This design comes from an exercise in tuning for small area, a short achievable clock period and few clock cycles per item on the open sky130 flow, not from production work. Only simulation tests tie the RTL to the original design; equivalence was not proved. Power is estimated from default activity; no workload was simulated.

===== design/flow/design.v =====
`default_nettype none
package bole_pkg;
  localparam int unsigned DataW     = 32;
  localparam int unsigned CntW      = 5;
  localparam int unsigned Depth     = 16;
  localparam int unsigned CmdW      = 3;
  localparam int unsigned StatusW   = 3;
  localparam int unsigned InTdataW  = 72;
  localparam int unsigned OutTdataW = 40;
  localparam int unsigned CapacityDef = 16;
  localparam logic [2:0] CMD_INS_FRONT = 3'd0;
  localparam logic [2:0] CMD_INS_BACK  = 3'd1;
  localparam logic [2:0] CMD_INS_KEY   = 3'd2;
  localparam logic [2:0] CMD_DEL_FRONT = 3'd3;
  localparam logic [2:0] CMD_DEL_BACK  = 3'd4;
  localparam logic [2:0] CMD_LIST      = 3'd5;
  localparam logic [2:0] STAT_DONE  = 3'd0;
  localparam logic [2:0] STAT_EMPTY = 3'd1;
  localparam logic [2:0] STAT_NOKEY = 3'd2;
  localparam logic [2:0] STAT_FULL  = 3'd3;
  localparam logic [2:0] STAT_ELEM  = 3'd4;
endpackage
`default_nettype wire
`default_nettype none
module bole_cell (
  input  wire logic        clk_i,
  input  wire logic        sel_hold_i,    
  input  wire logic        sel_right_i,   
  input  wire logic        sel_value_i,   
  input  wire logic [31:0] right_i,       
  input  wire logic [31:0] value_i,
  input  wire logic [31:0] key_i,
  output logic      [31:0] val_o,         
  output logic      [31:0] next_o,        
  output logic             eq_o           
);
  logic [31:0] val_q, val_d;
  assign val_d  = ({32{sel_hold_i}} & val_q) | ({32{sel_right_i}} & right_i) |
                  ({32{sel_value_i}} & value_i);
  assign val_o  = val_q;
  assign next_o = val_d;
  assign eq_o   = (val_d == key_i);
  always_ff @(posedge clk_i) begin
    val_q <= val_d;
  end
endmodule
`default_nettype wire
`default_nettype none
import bole_pkg::*;
module bounded_ordered_list_engine #(
  parameter int unsigned CAPACITY = bole_pkg::CapacityDef
) (
  input  wire logic                          clk_i,
  input  wire logic                          rst_ni,
  input  wire logic                          s_axis_tvalid_i,
  output logic                               s_axis_tready_o,
  input  wire logic [bole_pkg::InTdataW-1:0] s_axis_tdata_i,
  output logic                               m_axis_tvalid_o,
  input  wire logic                          m_axis_tready_i,
  output logic      [bole_pkg::OutTdataW-1:0] m_axis_tdata_o,
  output logic                               m_axis_tlast_o
);
  localparam int unsigned N = Depth;
  function automatic logic [N-1:0] fwd(input logic [N-1:0] x);   
    fwd = {x[N-2:0], x[N-1]};
  endfunction
  function automatic logic [N-1:0] bwd(input logic [N-1:0] x);   
    bwd = {x[0], x[N-1:1]};
  endfunction
  logic [N-1:0]      hh_q, hge_q, tt_q, lp_q, occ_q;
  logic [CntW-1:0]   n_q;
  logic              lact_q;
  logic              rdy_q;
  logic              cv_q;
  logic              c_fb_q, c_front_q, c_key_q, c_df_q, c_db_q, c_list_q;
  logic [DataW-1:0]  cval_q;
  logic [N-1:0]      e_q;       
  logic              ev_q;      
  logic [N-1:0]      sh_q, sr_q, sv_q;   
  logic [DataW-1:0]  mval_q;    
  logic              av_q, alast_q, bv_q;
  logic [OutTdataW-1:0] adata_q;
  logic [7:0]        bdata_q;   
  logic [DataW-1:0]  val [N];
  logic [DataW-1:0]  nxt [N];
  logic [N-1:0]      eq;
  logic [DataW-1:0] in_key;
  assign in_key = s_axis_tdata_i[66:35];
  for (genvar i = 0; i < N; i++) begin : g_cell
    bole_cell u_cell (
      .clk_i      (clk_i),
      .sel_hold_i (sh_q[i]),
      .sel_right_i(sr_q[i]),
      .sel_value_i(sv_q[i]),
      .right_i    (val[(i + 1) % N]),
      .value_i    (mval_q),
      .key_i      (in_key),
      .val_o      (val[i]),
      .next_o     (nxt[i]),
      .eq_o       (eq[i])
    );
  end
  logic [2:0]       in_op;
  logic [DataW-1:0] in_val;
  logic             acc;
  assign in_op  = s_axis_tdata_i[2:0];
  assign in_val = s_axis_tdata_i[34:3];
  assign acc    = s_axis_tvalid_i & rdy_q & (in_op <= CMD_LIST);
  logic slot, go_ed, go_ls;
  logic full, empty, found, ins, del_f, del_b, lst;
  logic [N-1:0] mc, mq, mk, mh, pmh, pmk, bex, binc;
  logic anyh;
  assign slot  = ~av_q | m_axis_tready_i;
  assign go_ed = cv_q & ~lact_q & ~bv_q & ~c_list_q;
  assign go_ls = cv_q & ~lact_q & ~bv_q & c_list_q & slot;
  for (genvar i = 0; i < N; i++) begin : g_match
    assign mc[i] = (sh_q[i] & e_q[i]) | (sr_q[i] & e_q[(i + 1) % N]) | (sv_q[i] & ev_q);
  end
  assign mq = mc & occ_q;
  assign full  = n_q[CntW-1];
  assign empty = (n_q == '0);
  assign found = |mq;
  assign ins   = go_ed & ~full & (c_fb_q | (c_key_q & found));
  assign del_f = go_ed & ~empty & c_df_q;
  assign del_b = go_ed & ~empty & c_db_q;
  assign lst   = go_ls & ~empty;
  assign mk = c_key_q ? mq : (c_front_q ? hh_q : tt_q);
  assign mh   = mk & hge_q;
  assign anyh = |mh;
  always_comb begin
    pmh[0] = 1'b0;
    pmk[0] = 1'b0;
    for (int c = 1; c < N; c++) begin
      pmh[c] = pmh[c-1] | mh[c-1];
      pmk[c] = pmk[c-1] | mk[c-1];
    end
  end
  assign bex  = (hge_q & pmh) | (~hge_q & ({N{anyh}} | pmk));
  assign binc = bex | mk;
  logic [DataW-1:0] rd;
  logic             lend;
  always_comb begin
    rd = '0;
    for (int c = 0; c < N; c++) rd = rd | ({DataW{lp_q[c]}} & nxt[c]);
  end
  assign lend = |(fwd(lp_q) & tt_q);
  logic             lstep, push_a, push_b, take;
  logic [2:0]       rstat;
  logic [DataW-1:0] relem;
  logic             rlast;
  logic [CntW-1:0]  n_d;
  logic [N-1:0]     hh_d, hge_d;
  logic             cv_d, bv_d, lact_d, clist_d;
  assign lstep  = lact_q & slot;
  assign take   = av_q & m_axis_tready_i;
  assign push_a = (go_ed & slot) | go_ls | lstep;
  assign push_b = go_ed & ~slot;
  always_comb begin
    n_d = n_q;
    if (ins) n_d = n_q + 1'b1;
    else if (del_f | del_b) n_d = n_q - 1'b1;
  end
  always_comb begin
    hh_d  = hh_q;
    hge_d = hge_q;
    if (ins) begin
      hh_d  = bwd(hh_q);
      hge_d = hh_q[0] ? {1'b1, {(N-1){1'b0}}} : (hge_q | bwd(hh_q));
    end else if (del_f) begin
      hh_d  = fwd(hh_q);
      hge_d = hh_q[N-1] ? {N{1'b1}} : (hge_q & ~hh_q);
    end
  end
  always_comb begin
    rstat = STAT_DONE;
    relem = '0;
    rlast = 1'b1;
    if (lact_q) begin
      rstat = STAT_ELEM;
      relem = rd;
      rlast = lend;
    end else if (c_fb_q) begin
      if (full) rstat = STAT_FULL;
    end else if (c_key_q) begin
      if (empty) rstat = STAT_EMPTY;
      else if (!found) rstat = STAT_NOKEY;
      else if (full) rstat = STAT_FULL;
    end else if (c_list_q) begin
      if (empty) rstat = STAT_EMPTY;
      else begin
        rstat = STAT_ELEM;
        relem = rd;
        rlast = lend;
      end
    end else begin
      if (empty) rstat = STAT_EMPTY;
    end
  end
  assign cv_d    = acc | (cv_q & ~(go_ed | go_ls));
  assign clist_d = rdy_q ? (in_op == CMD_LIST) : c_list_q;
  assign bv_d    = push_b | (bv_q & ~take);
  assign lact_d  = ((lst | lstep) & ~lend) | (lact_q & ~lstep);
  always_ff @(posedge clk_i or negedge rst_ni) begin
    if (!rst_ni) begin
      hh_q   <= N'(1);
      hge_q  <= '1;
      tt_q   <= N'(1);
      lp_q   <= N'(1);
      occ_q  <= '0;
      n_q    <= '0;
      lact_q <= 1'b0;
      cv_q   <= 1'b0;
      rdy_q  <= 1'b1;
      av_q   <= 1'b0;
      bv_q   <= 1'b0;
    end else begin
      hh_q  <= hh_d;
      hge_q <= hge_d;
      n_q   <= n_d;
      if (del_b) tt_q <= bwd(tt_q);
      if (ins) occ_q <= occ_q | bwd(hh_q);
      else if (del_f) occ_q <= occ_q & ~hh_q;
      else if (del_b) occ_q <= occ_q & ~bwd(tt_q);
      if ((lst | lstep) & ~lend) lp_q <= fwd(lp_q);
      else if (!lact_q || lstep) lp_q <= hh_d;
      lact_q <= lact_d;
      cv_q  <= cv_d;
      bv_q  <= bv_d;
      rdy_q <= ~cv_d | (~clist_d & ~lact_d & ~bv_d);
      if (push_a | push_b) av_q <= 1'b1;
      else if (m_axis_tready_i) av_q <= bv_q;
    end
  end
  always_ff @(posedge clk_i) begin
    sh_q <= ~{N{ins}} | bwd(bex);
    sr_q <= {N{ins}} & ~bwd(binc);
    sv_q <= {N{ins}} & bwd(mk & ~bex);
  end
  always_ff @(posedge clk_i) begin
    mval_q <= cval_q;
    if (rdy_q) begin
      c_fb_q    <= (in_op == CMD_INS_FRONT) | (in_op == CMD_INS_BACK);
      c_front_q <= (in_op == CMD_INS_FRONT);
      c_key_q   <= (in_op == CMD_INS_KEY);
      c_df_q    <= (in_op == CMD_DEL_FRONT);
      c_db_q    <= (in_op == CMD_DEL_BACK);
      c_list_q  <= (in_op == CMD_LIST);
      cval_q    <= in_val;
      e_q       <= eq;
      ev_q      <= (cval_q == in_key);
    end else begin
      e_q       <= mc;
    end
    if (bv_q) begin
      if (take) begin
        adata_q <= {bdata_q[7:3], 32'd0, bdata_q[2:0]};
        alast_q <= 1'b1;
      end
    end else if (push_a) begin
      adata_q <= {n_d, relem, rstat};
      alast_q <= rlast;
    end
    if (push_b) bdata_q <= {n_d, rstat};
  end
  assign s_axis_tready_o = rdy_q;
  assign m_axis_tvalid_o = av_q;
  assign m_axis_tdata_o  = adata_q;
  assign m_axis_tlast_o  = alast_q;
endmodule
`default_nettype wire

===== design/flow/run.sh =====
#!/bin/bash
# synth_recipe.tcl (not shown) runs the flow's synth.tcl, then flattens the netlist and writes it again
# the make line also repeats each setting of config.mk as NAME=value (left out here)
make -C /OpenROAD-flow-scripts/flow DESIGN_CONFIG=/design/flow/config.mk WORK_HOME=/design/flow/orfs CLKGATE_MAP_FILE= SYNTH_SCRIPT=/design/flow/synth_recipe.tcl finish

===== design/flow/config.mk =====
export PLATFORM = sky130hd
export DESIGN_NAME = bounded_ordered_list_engine
export DESIGN_NICKNAME = bounded_ordered_list_engine
export VERILOG_FILES = /design/flow/design.v
export SDC_FILE = /design/flow/constraint.sdc
export NUM_CORES = 4
export LEC_CHECK = 0
export CAP_MARGIN = 20
export CORE_MARGIN = 2
export CORE_UTILIZATION = 40
export SLEW_MARGIN = 20

===== design/flow/constraint.sdc =====
create_clock -name core_clock -period 5.0 [get_ports {clk_i}]
set_input_delay 1.0000 -clock core_clock [delete_from_list [all_inputs] [get_ports {clk_i}]]
set_output_delay 1.0000 -clock core_clock [all_outputs]
set_load 0.01 [all_outputs]

==> run summary <==
[sequential cells by signal, summed over array words and instances (netlist names), 5 cells and up]
signal and cells:
g_cell.u_cell.val_q 512, adata_q 40, cval_q 32, mval_q 32, e_q 16, hge_q 16
hh_q 16, lp_q 16, occ_q 16, sh_q 16, sr_q 16, sv_q 16
tt_q 16, bdata_q 8, n_q 5
[logic make-up (layout without fill, tap and decap cells)]
group	after synthesis	count (layout)	synth area share [%]
simple gates	1476	1476	16.5
flops	786	786	44.1
mux	46	46	1.29
fa+ha+maj	2	2	0.0646
other cells	0	11	0
compound gates	1034	1034	20.5
buf+inv	527	582	5.30
xor+xnor	540	540	12.2
[metrics by stage]
step           util [%]  power, mW  hold slack [ns]  area, um2
2_1_floorplan         -       14.3            0.367      38700
3_3_place_gp       42.9       18.4            0.376      41300
3_5_place_dp       42.9       18.4            0.397      41300
4_1_cts            46.2       25.6            0.290      44500
5_1_grt            46.3       26.8            0.308      44500
6_report           46.3       26.4            0.276      44600
[worst max path at each step]
stage                       startpoint    endpoint  slack [ns]  cells past startpoint
finish                        sh_q[11]     e_q[11]        0.75                      8
detailed placement  s_axis_tdata_i[35]      e_q[6]        0.95                      7
global placement    s_axis_tdata_i[35]      e_q[6]        1.00                      7
CTS                               ev_q     lp_q[9]        1.02                      8
floorplan              m_axis_tready_i  adata_q[0]        0.59                      2
global route                      ev_q     lp_q[9]        0.84                      8
[report_power, final]
part | total (mW) | internal, mW | leakage (nW) | switching, mW
clock | 7.27 | 4.28 | 1.58 | 2.99
sequential | 9.89 | 8.32 | 7.00 | 1.57
combinational | 9.28 | 2.79 | 9.02 | 6.49
[cell usage in the layout (no fill, tap or decap), types with 15 or more instances in the layout]
cell type	n
clkbuf_8	15
xor2_1	105
nand4_1	105
nor2_1	82
mux2i_1	15
and2_1	38
and3_1	34
a21oi_1	61
xnor2_1	431
nor3_1	27
a221oi_1	97
buf_4	175
dfstp_2	19
clkinv_2	22
mux2_2	31
a22oi_1	548
a22o_1	75
edfxtp_1	87
nor4_1	46
o22ai_1	45
o21ai_0	39
a222oi_1	53
o221ai_1	16
dfrtp_1	59
clkbuf_16	94
inv_1	121
dfxtp_2	48
dfxtp_1	561
nand3_1	21
clkdlybuf4s50_1	112
a31oi_1	36
nand2_1	1063
[worst reg2reg max path: stages (launching register included)]
cell,delay [ns]
dfxtp_2,0.54
buf_4,0.40
a22oi_1,0.26
nand2_1,0.18
xnor2_1,0.93
nand4_1,0.39
nor4_1,0.32
nand4_1,0.78
o22ai_1,0.36
[final cells by class]
type                       count  area, um2
clock inverter                51        597
clock buffer                 119       2600
antenna                       11       27.5
timing repair buffer         291       2510
sequential                   786      17200
multi-input combinational   3098      19600
inverter                     121        454
tap                         1276       1600
fill                        9283      51700
[layer usage]
metal	vias to the layer above	part of all wire, %	global-route usage, %
met1	19000	35	52.9
met3	1340	16	22.8
met5	-	0.22	1.50
li1	15700	-	-
met4	44	11	36.1
met2	3600	38	60.9
==> qor.yml <==
critPathSlowestCell: "xnor2_1"
synth_cell_type_count: 74
tightestPinTransition_ns: 1.33
netlist_instances: 4411
cts_num_sinks: 786
drtAntennaViolNets: 0
post-route-period-util_pct: 85.1
synth-async-reset-ratio_pct: 11.5
routabilityCongestion: 1.19
maxSlewHeadroom_pct: 10.7
dr.first_iter.drc_count: 7433
post_cts_buffers: 0
port-buffer-count: 113
slowest_delay_ns: 0.93
viasPerCell: 6.90
yosys-top-cells-count: "nand2_1 (1064), dfxtp_1 (609), a22oi_1 (548), xnor2_1 (435), clkbuf_1 (379)"
rrSetupSlack_ns: 0.75
yosysSeqAreaShare_pct: 44.1
routed-via-count: 39700
clock_skew_ns: 0.0534
grt-ovfl-total: 0
cts_hold_buf: 0
cts_max_level: 3
ys.flop_type: "dfxtp_1"
die_w_um: 315
yosys_warnings: 4
num_rows: 114
cts_root_buf: "clkbuf_16"
report.final.setup_viol: 0
placed_cells: 5571
yosysTopAreaCell: "dfxtp_1"
wl_um: 228000
cts_resized: 0
synth_area_per_cell_um2: 8.78
grt_pass1_wl_um: 307000
powerDensity_mw_per_mm2: 593
ys_ff_latch: 786
cap_violations: 0
clockBufferDepth: 3
crit_arrival_ns: 4.87
grt_pass1_vias: 36700
hold_path.class: "input port to asynchronous set/reset pin"
drtPass1Iterations: 11
path_clk_slew_ns: 0.07
cts_buffers: 91
ios: 119
post-route-drc-count: 0
area_delta_synth_final_pct: 15.1
grt_usage_pct: 45.0
cts_tree: "done"
r2r-end: "e_q[11]"
synth.most_common_cell: "nand2_1"
crit_path_frequent_cell: "nand4_1"
synth_edf_count: 87
end_kind: "register"
setup_ws_ns: 0.747
yosys.area.top_type_share_pct: 31.5
cp.buffers_inverters: 1
maxSlewViolCount: 0
synth_nets: 4489
die-area_mm2: 0.0993
required_ns: 5.62
crit_type: "register to register"
fp.dieH_um: 315
outcome: "complete, no violations"
grt_max_degree: 62
leakage_nw: 17.6
r2r-start: "sh_q[11]"
rr_worst_depth: 8
core_mm2: 0.0963
hold_viol_final: 0
nets: 4467
fin_tns_setup_ns: 0
setup.worst_path.start_class: "register"
crit_family: "simple AND/OR/NAND/NOR gates"
ir_drop_uv: 323
fmax_mhz: 235
hpwl_um: 152000
wl_per_cell_um: 39.7
min_period_ns: 4.25
start_util_pct: 40.2
antenna_found_initial: 37
insertion_delay_ns: 0.73
timing.critical_path.cells: "buf_4 > a22oi_1 > nand2_1 > xnor2_1 > nand4_1 > nor4_1 > nand4_1 > o22ai_1"
synth.area.top_cells: "dfxtp_1 (31%), a22oi_1 (11%), nand2_1 (10%), xnor2_1 (9.8%), edfxtp_1 (6.7%)"
post-place-ws_ns: 0.953
cp_max_fo: 17
final_cell_count_no_fill: 5753
syn_area_mm2: 0.0387
drive_above_1_share_pct: 10.6
grt_setup_unrepaired: "false"
Testbench counts, summed over its fixed seeds: cycles 9,075, items 4,800.

## what the ideal ports hide
The results above use ideal ports. As a check the final layout listed here was re-extracted and re-timed, cells and wires unchanged. Step 1, drivers: a clkbuf_16 drives clk_i and a buf_2 each remaining input, both assumed. Step 2 adds t to the input delays and takes it off the output delays; t is the mean of the earliest and latest rising clock arrival at the registers after step 1. Input paths then give back, and output paths get back, about the clock's delay inside the block. Slacks: ideal / step 1 / step 2; pairs: ideal / step 1.
t, ns: 0.776
slack for setup (ns): 0.747 / 0.747 / 0.182
hold WS [ns]: 0.276 / 0.229 / 0.409
slew at the worst register clock pin (ns): 0.07 / 0.07
After both steps setup and hold are still met in this run. The setup slack of this run moves by 0.000 ns with the drivers and by -0.565 ns with both steps.
